This is an optimization exercise on Yosys and OpenROAD, whose aim is small area, a short achievable clock period and few clock cycles per item, not a production implementation. Where RTL was checked, it was by simulation tests only, not by an equivalence proof against the original. No activity file was given, so power comes from the tool's default toggle rates.

## inline_markup_style_parser_core
module inline_markup_style_parser_core (
	input  wire logic        clk,
	input  wire logic        arst_n,
	input  wire logic        items_valid,
	output logic             items_ready,
	input  wire logic [15:0] items_code,
	input  wire logic [1:0]  items_kind,
	output logic             results_valid,
	input  wire logic        results_ready,
	output logic [1:0]       results_event_res,
	output logic [15:0]      results_char_out,
	output logic             results_bold,
	output logic             results_italic,
	output logic             results_underline,
	output logic             results_strike,
	output logic             results_last
);
clock: 11.0 ns
lec_check: 0
cap_margin: 20
core_margin: 2
core_utilization: 60
slew_margin: 20
standard.sh (not shown) runs the stock make flow with config.mk's settings and CLKGATE_MAP_FILE= SYNTH_SCRIPT=/design/flow/synth_recipe.tcl, a recipe that flattens the netlist after the stock synthesis.
==> flow/flow/run.sh <==
#!/bin/bash
# Standard synthesis, unchanged; then the standard ORFS layout steps with
# the settings below.
set -euo pipefail
bash standard.sh synth > synth.log 2>&1
bash standard.sh \
  BUFFER_PORTS_ARGS=-buffer_cell\ sky130_fd_sc_hd__buf_2 \
  SETUP_SLACK_MARGIN=7.7 \
  CTS_ARGS=-sink_clustering_enable\ -repair_clock_nets\ -dont_use_dummy_load \
  finish > layout.log 2>&1
The baseline produced a clean layout.
Testbench counts at the start, summed over its fixed seeds: cycles 40,349, items 40,240.
Edit:
--- a/flow/flow/run.sh
+++ b/flow/flow/run.sh
@@ -6,5 +6,5 @@
 bash standard.sh \
   BUFFER_PORTS_ARGS=-buffer_cell\ sky130_fd_sc_hd__buf_2 \
-  SETUP_SLACK_MARGIN=7.7 \
+  SETUP_SLACK_MARGIN=8.1 \
   CTS_ARGS=-sink_clustering_enable\ -repair_clock_nets\ -dont_use_dummy_load \
   finish > layout.log 2>&1
Outcome: The changed run produced a clean layout; global-route usage is about the same; fmax increases by 4.6%; combinational power increases by 16%; non-clock buffer count increases by 13; via count stays flat; sequential cell count stays the same; first-iteration DRC count increases by 24%; count of clock-buffer cells in the layout stays the same; final cell count increases by 3.0%; clock power decreases by about 2%; design area increases by 5.4%.
Edit:
--- a/flow/flow/run.sh
+++ b/flow/flow/run.sh
@@ -6,5 +6,5 @@
 bash standard.sh \
   BUFFER_PORTS_ARGS=-buffer_cell\ sky130_fd_sc_hd__buf_2 \
-  SETUP_SLACK_MARGIN=8.1 \
+  SETUP_SLACK_MARGIN=7.9 \
   CTS_ARGS=-sink_clustering_enable\ -repair_clock_nets\ -dont_use_dummy_load \
   finish > layout.log 2>&1
- CORE_UTILIZATION: 60 -> 50
Effect: Core utilization drops by 14 points. Fmax drops by 0.52%. Power drops by 2.2%. Worst hold slack gets better by 0.0081 ns. Die area climbs by 19%. Final area drops by 2.5%. Sequential power is about the same. Register-to-register slack gets worse by 0.21 ns. Final cell count climbs by 3.1%.

* * *

v23:
inline_markup_style_parser_core, a different RTL version from the one above (not shown whole).
Size in the first run: roughly 370 cells after synthesis.
==> flow/design.v (excerpt) <==
module inline_markup_style_parser_core (
	input  wire logic        clk,
	input  wire logic        arst_n,
	input  wire logic        items_valid,
	output logic             items_ready,
	input  wire logic [15:0] items_code,
	input  wire logic [1:0]  items_kind,
	output logic             results_valid,
	input  wire logic        results_ready,
	output logic [1:0]       results_event_res,
	output logic [15:0]      results_char_out,
	output logic             results_bold,
	output logic             results_italic,
	output logic             results_underline,
	output logic             results_strike,
	output logic             results_last
);
export LEC_CHECK = 0
export CAP_MARGIN = 20
export CORE_MARGIN = 2
export CORE_UTILIZATION = 60
export SLEW_MARGIN = 20
create_clock -name core_clock -period 11.0 [get_ports {clk}]
==> flow/flow/run.sh <==
#!/bin/bash
# Standard synthesis, unchanged; then the standard ORFS layout steps with
# the settings below.
set -euo pipefail
bash standard.sh synth > synth.log 2>&1
bash standard.sh \
  BUFFER_PORTS_ARGS=-buffer_cell\ sky130_fd_sc_hd__buf_2 \
  SETUP_SLACK_MARGIN=7.9 \
  CTS_ARGS=-sink_clustering_enable\ -repair_clock_nets\ -dont_use_dummy_load\ -sink_clustering_size\ 24\ -sink_clustering_max_diameter\ 300\ -sink_clustering_levels\ 1\ -buf_list\ sky130_fd_sc_hd__clkbuf_16\ -root_buf\ sky130_fd_sc_hd__clkbuf_16 \
  finish > layout.log 2>&1
v23: flow completed, timing, DRC and antenna clean
The following lists how v42 was set up differently from v23:
==> flow/flow/run.sh <==
#!/bin/bash
# Standard synthesis, unchanged; then the standard ORFS layout steps with
# plain port buffers, no dummy clock loads, and timing repair aimed below
# the clock period (a smaller aim in the floorplan step than later).
set -euo pipefail
B="BUFFER_PORTS_ARGS=-buffer_cell sky130_fd_sc_hd__buf_2"
C="CTS_ARGS=-sink_clustering_enable -repair_clock_nets -dont_use_dummy_load"
bash standard.sh synth > synth.log 2>&1
bash standard.sh "$B" "$C" SETUP_SLACK_MARGIN=0 floorplan > floorplan.log 2>&1
bash standard.sh "$B" "$C" SETUP_SLACK_MARGIN=7.9 finish > layout.log 2>&1
Notes after the runs:
- v42: all stages complete, timing, DRC and antenna checks passed
- Min sequential share of layout area across v42 and v23: v23
- Number of cells on the critical path, v42 and v23: smaller value in v42
- v23 was larger in final cell area than v42.
- v42 ended up with a lower area added between synthesis and finish than v23 did.
- Going from v23 to v42, core utilization fell 2.0 points; clock group share of total power fell 6.5 points.
- Via count, v42 vs v23: up slightly
Here is what was changed in the inputs of v15 compared with v42.
==> flow/flow/run.sh <==
#!/bin/bash
# Standard synthesis, unchanged; then the standard ORFS layout steps with
# the settings below.
set -euo pipefail
bash standard.sh synth > synth.log 2>&1
bash standard.sh \
  BUFFER_PORTS_ARGS=-buffer_cell\ sky130_fd_sc_hd__buf_2 \
  SETUP_SLACK_MARGIN=7.9 \
  CTS_ARGS=-sink_clustering_enable\ -repair_clock_nets\ -dont_use_dummy_load \
  finish > layout.log 2>&1
Notes after the runs:
Relative to v42, v15 improves via count. [compare] base=v42 new=v15: post-synthesis share of cell area spent on full adders, half adders and majority gates barely changed, met2 layer wire length in the routed design dropped about 5%.
diff inputs: v15 => v36
--- a/flow/flow/run.sh
+++ b/flow/flow/run.sh
@@ -5,5 +5,5 @@
 bash standard.sh synth > synth.log 2>&1
 bash standard.sh \
-  BUFFER_PORTS_ARGS=-buffer_cell\ sky130_fd_sc_hd__buf_2 \
+  BUFFER_PORTS_ARGS=-buffer_cell\ sky130_fd_sc_hd__buf_1 \
   SETUP_SLACK_MARGIN=7.9 \
   CTS_ARGS=-sink_clustering_enable\ -repair_clock_nets\ -dont_use_dummy_load \
Notes after the runs:
In v36 the count of buffers added by post-CTS timing repair for setup turned out 1 higher than in v15. Delta (v36 minus v15): x dimension of the die neither gained nor lost much; number of sinks handled by clock tree synthesis neither gained nor lost much; wire length picked up an extra about 4.5%; met3 global-route usage lost 0.79 points. [v36] total placed instance area fell 50 sq um relative to v15. The total routing usage reported by global routing in v36 sits 1.1 points above the value recorded for v15. v36: slew of the pin with the lowest slew margin 16 ps above v15. Reported for v36 and v15, synthesized cell count turned out identical to the last digit. Total power of v36 is higher than that of v15.
No functional check of the RTL was part of any run of this note.

* * *

inline_markup_style_parser_core, a different RTL version from the one above (not shown whole).
Size: about 370 cells after synthesis, ~80 flip-flops, about 47 I/O pins.
==> flow/config.mk <==
export PLATFORM = sky130hd
export DESIGN_NAME = inline_markup_style_parser_core
export DESIGN_NICKNAME = inline_markup_style_parser_core
export VERILOG_FILES = /design/flow/design.v
export SDC_FILE = /design/flow/constraint.sdc
export NUM_CORES = 4
export LEC_CHECK = 0
export CAP_MARGIN = 20
export CORE_MARGIN = 2
export CORE_UTILIZATION = 60
export SLEW_MARGIN = 20
==> flow/constraint.sdc <==
create_clock -name core_clock -period 11.0 [get_ports {clk}]
set_input_delay 2.2000 -clock core_clock [delete_from_list [all_inputs] [get_ports {clk}]]
set_output_delay 2.2000 -clock core_clock [all_outputs]
set_load 0.01 [all_outputs]
==> flow/flow/run.sh <==
#!/bin/bash
# Standard synthesis, unchanged; then the standard ORFS layout steps with
# plain buffers on the ports and timing repair aimed below the clock period.
set -euo pipefail
bash standard.sh synth > synth.log 2>&1
bash standard.sh \
  "BUFFER_PORTS_ARGS=-buffer_cell sky130_fd_sc_hd__buf_2" \
  "SETUP_SLACK_MARGIN=7.9" \
  finish > layout.log 2>&1
The baseline finished with timing, DRC and antenna clean.
Testbench counts at the start, summed over its fixed seeds: cycles 40,978, items 40,240.
Rerun with:
==> flow/flow/run.sh (replaced) <==
#!/bin/bash
# Standard synthesis, unchanged; then the standard ORFS layout steps with
# the settings below.
set -euo pipefail
bash standard.sh synth > synth.log 2>&1
bash standard.sh \
  BUFFER_PORTS_ARGS=-buffer_cell\ sky130_fd_sc_hd__buf_2 \
  SETUP_SLACK_MARGIN=7.9 \
  CTS_ARGS=-sink_clustering_enable\ -repair_clock_nets\ -sink_clustering_size\ 40\ -sink_clustering_max_diameter\ 80\ -dont_use_dummy_load \
  finish > layout.log 2>&1
Sequential power hardly moves.
Final area goes down by a few percent.
Die area does not change.
Routed wire length goes down slightly.
Total power goes down by a few percent.
Clock power goes down by about a fifth.
Final cell count goes down by a few percent.
Worst setup slack improved by 0.0036 ns.
Critical path depth goes up by 5.
Count of clock-buffer cells in the layout does not change.
Non-clock buffer count goes down by 6.

* * *

RTL: one of the versions met above, not the one the previous note started from.
For scale: about 370 cells after synthesis, about 47 I/O pins, roughly 3900 um2 of cells after synthesis.
## inline_markup_style_parser_core
module inline_markup_style_parser_core (
	input  wire logic        clk,
	input  wire logic        arst_n,
	input  wire logic        items_valid,
	output logic             items_ready,
	input  wire logic [15:0] items_code,
	input  wire logic [1:0]  items_kind,
	output logic             results_valid,
	input  wire logic        results_ready,
	output logic [1:0]       results_event_res,
	output logic [15:0]      results_char_out,
	output logic             results_bold,
	output logic             results_italic,
	output logic             results_underline,
	output logic             results_strike,
	output logic             results_last
);
clock: 11.0 ns
lec_check: 0
cap_margin: 20
core_margin: 2
core_utilization: 60
slew_margin: 20
==> flow/flow/run.sh <==
#!/bin/bash
# Standard synthesis, unchanged; then the standard ORFS layout steps with
# the settings below.
set -euo pipefail
bash standard.sh synth > synth.log 2>&1
bash standard.sh \
  BUFFER_PORTS_ARGS=-buffer_cell\ sky130_fd_sc_hd__buf_2 \
  SETUP_SLACK_MARGIN=8.0 \
  CTS_ARGS=-sink_clustering_enable\ -repair_clock_nets\ -dont_use_dummy_load \
  finish > layout.log 2>&1
Change:
==> flow/flow/run.sh (replaced) <==
#!/bin/bash
# Standard synthesis, unchanged; then the standard ORFS layout steps with
# plain port buffers, no dummy clock loads, and timing repair aimed below
# the clock period (a smaller aim in the floorplan step than later).
set -euo pipefail
B="BUFFER_PORTS_ARGS=-buffer_cell sky130_fd_sc_hd__buf_2"
C="CTS_ARGS=-sink_clustering_enable -repair_clock_nets -dont_use_dummy_load"
bash standard.sh synth > synth.log 2>&1
bash standard.sh "$B" "$C" SETUP_SLACK_MARGIN=5 floorplan > floorplan.log 2>&1
bash standard.sh "$B" "$C" SETUP_SLACK_MARGIN=7.9 finish > layout.log 2>&1
Result: The new run went through all stages and came out clean; critical path depth decreases by 3; clock-buffer cell count is unchanged; register-to-register slack gets worse by 0.15 ns; clock skew increases by 0.0080 ns; flip-flop and latch count is unchanged; setup slack is better by 0.0047 ns; design area decreases by 4.3%; global-route usage is higher by 0.46 points; first-iteration DRC count went up by 40%.
No functional check of the RTL was part of any run of this note.

==> separate check: timing with driven ports <==
In the flow no input, the clock included, has a driving cell. The finished layouts below were timed again as built, in two steps. Step 1, drivers: a clkbuf_16 drives clk and a buf_2 each remaining input, both assumed. Step 2 times the ports against the registers' clock, not the clock port: input delays grow and output delays shrink by t, the midpoint of the rising clock arrivals with the driver on. a / b / c = ideal / step 1 / step 2; a / b = the first two.
run | shift t [ns] | setup WS [ns] | hold slack, ns | worst setup path at the end | latest minus earliest clock arrival (ns)
the first run of note 1 | 0.377 | 7.799 / 7.808 / 7.432 | 0.471 / 0.471 / 0.471 | input to register | 0.026 / 0.025
the second run of note 1 | 0.361 | 7.939 / 7.908 / 7.604 | 0.462 / 0.462 / 0.462 | input to register | 0.023 / 0.023
the third run of note 1 | 0.378 | 7.923 / 7.892 / 7.568 | 0.470 / 0.470 / 0.470 | input to register | 0.029 / 0.029
v23 | 0.355 | 7.908 / 7.893 / 7.538 | 0.470 / 0.470 / 0.470 | input to register | 0.018 / 0.018
v42 | 0.367 | 7.909 / 7.896 / 7.535 | 0.470 / 0.470 / 0.470 | input to register | 0.033 / 0.033
v15 | 0.363 | 7.912 / 7.892 / 7.532 | 0.473 / 0.473 / 0.473 | input to register | 0.025 / 0.025
v36 | 0.364 | 7.875 / 7.869 / 7.504 | 0.477 / 0.477 / 0.477 | input to register | 0.029 / 0.029
the first run of note 3 | 0.384 | 7.888 / 7.858 / 7.569 | 0.483 / 0.483 / 0.483 | input to register | 0.010 / 0.010
the second run of note 3 | 0.374 | 7.891 / 7.885 / 7.511 | 0.479 / 0.479 / 0.479 | input to register | 0.026 / 0.026
the first run of note 4 | 0.360 | 7.905 / 7.900 / 7.540 | 0.473 / 0.473 / 0.473 | input to register | 0.025 / 0.025
the second run of note 4 | 0.367 | 7.909 / 7.896 / 7.535 | 0.470 / 0.470 / 0.470 | input to register | 0.033 / 0.033
After both steps every run listed still meets setup and hold.
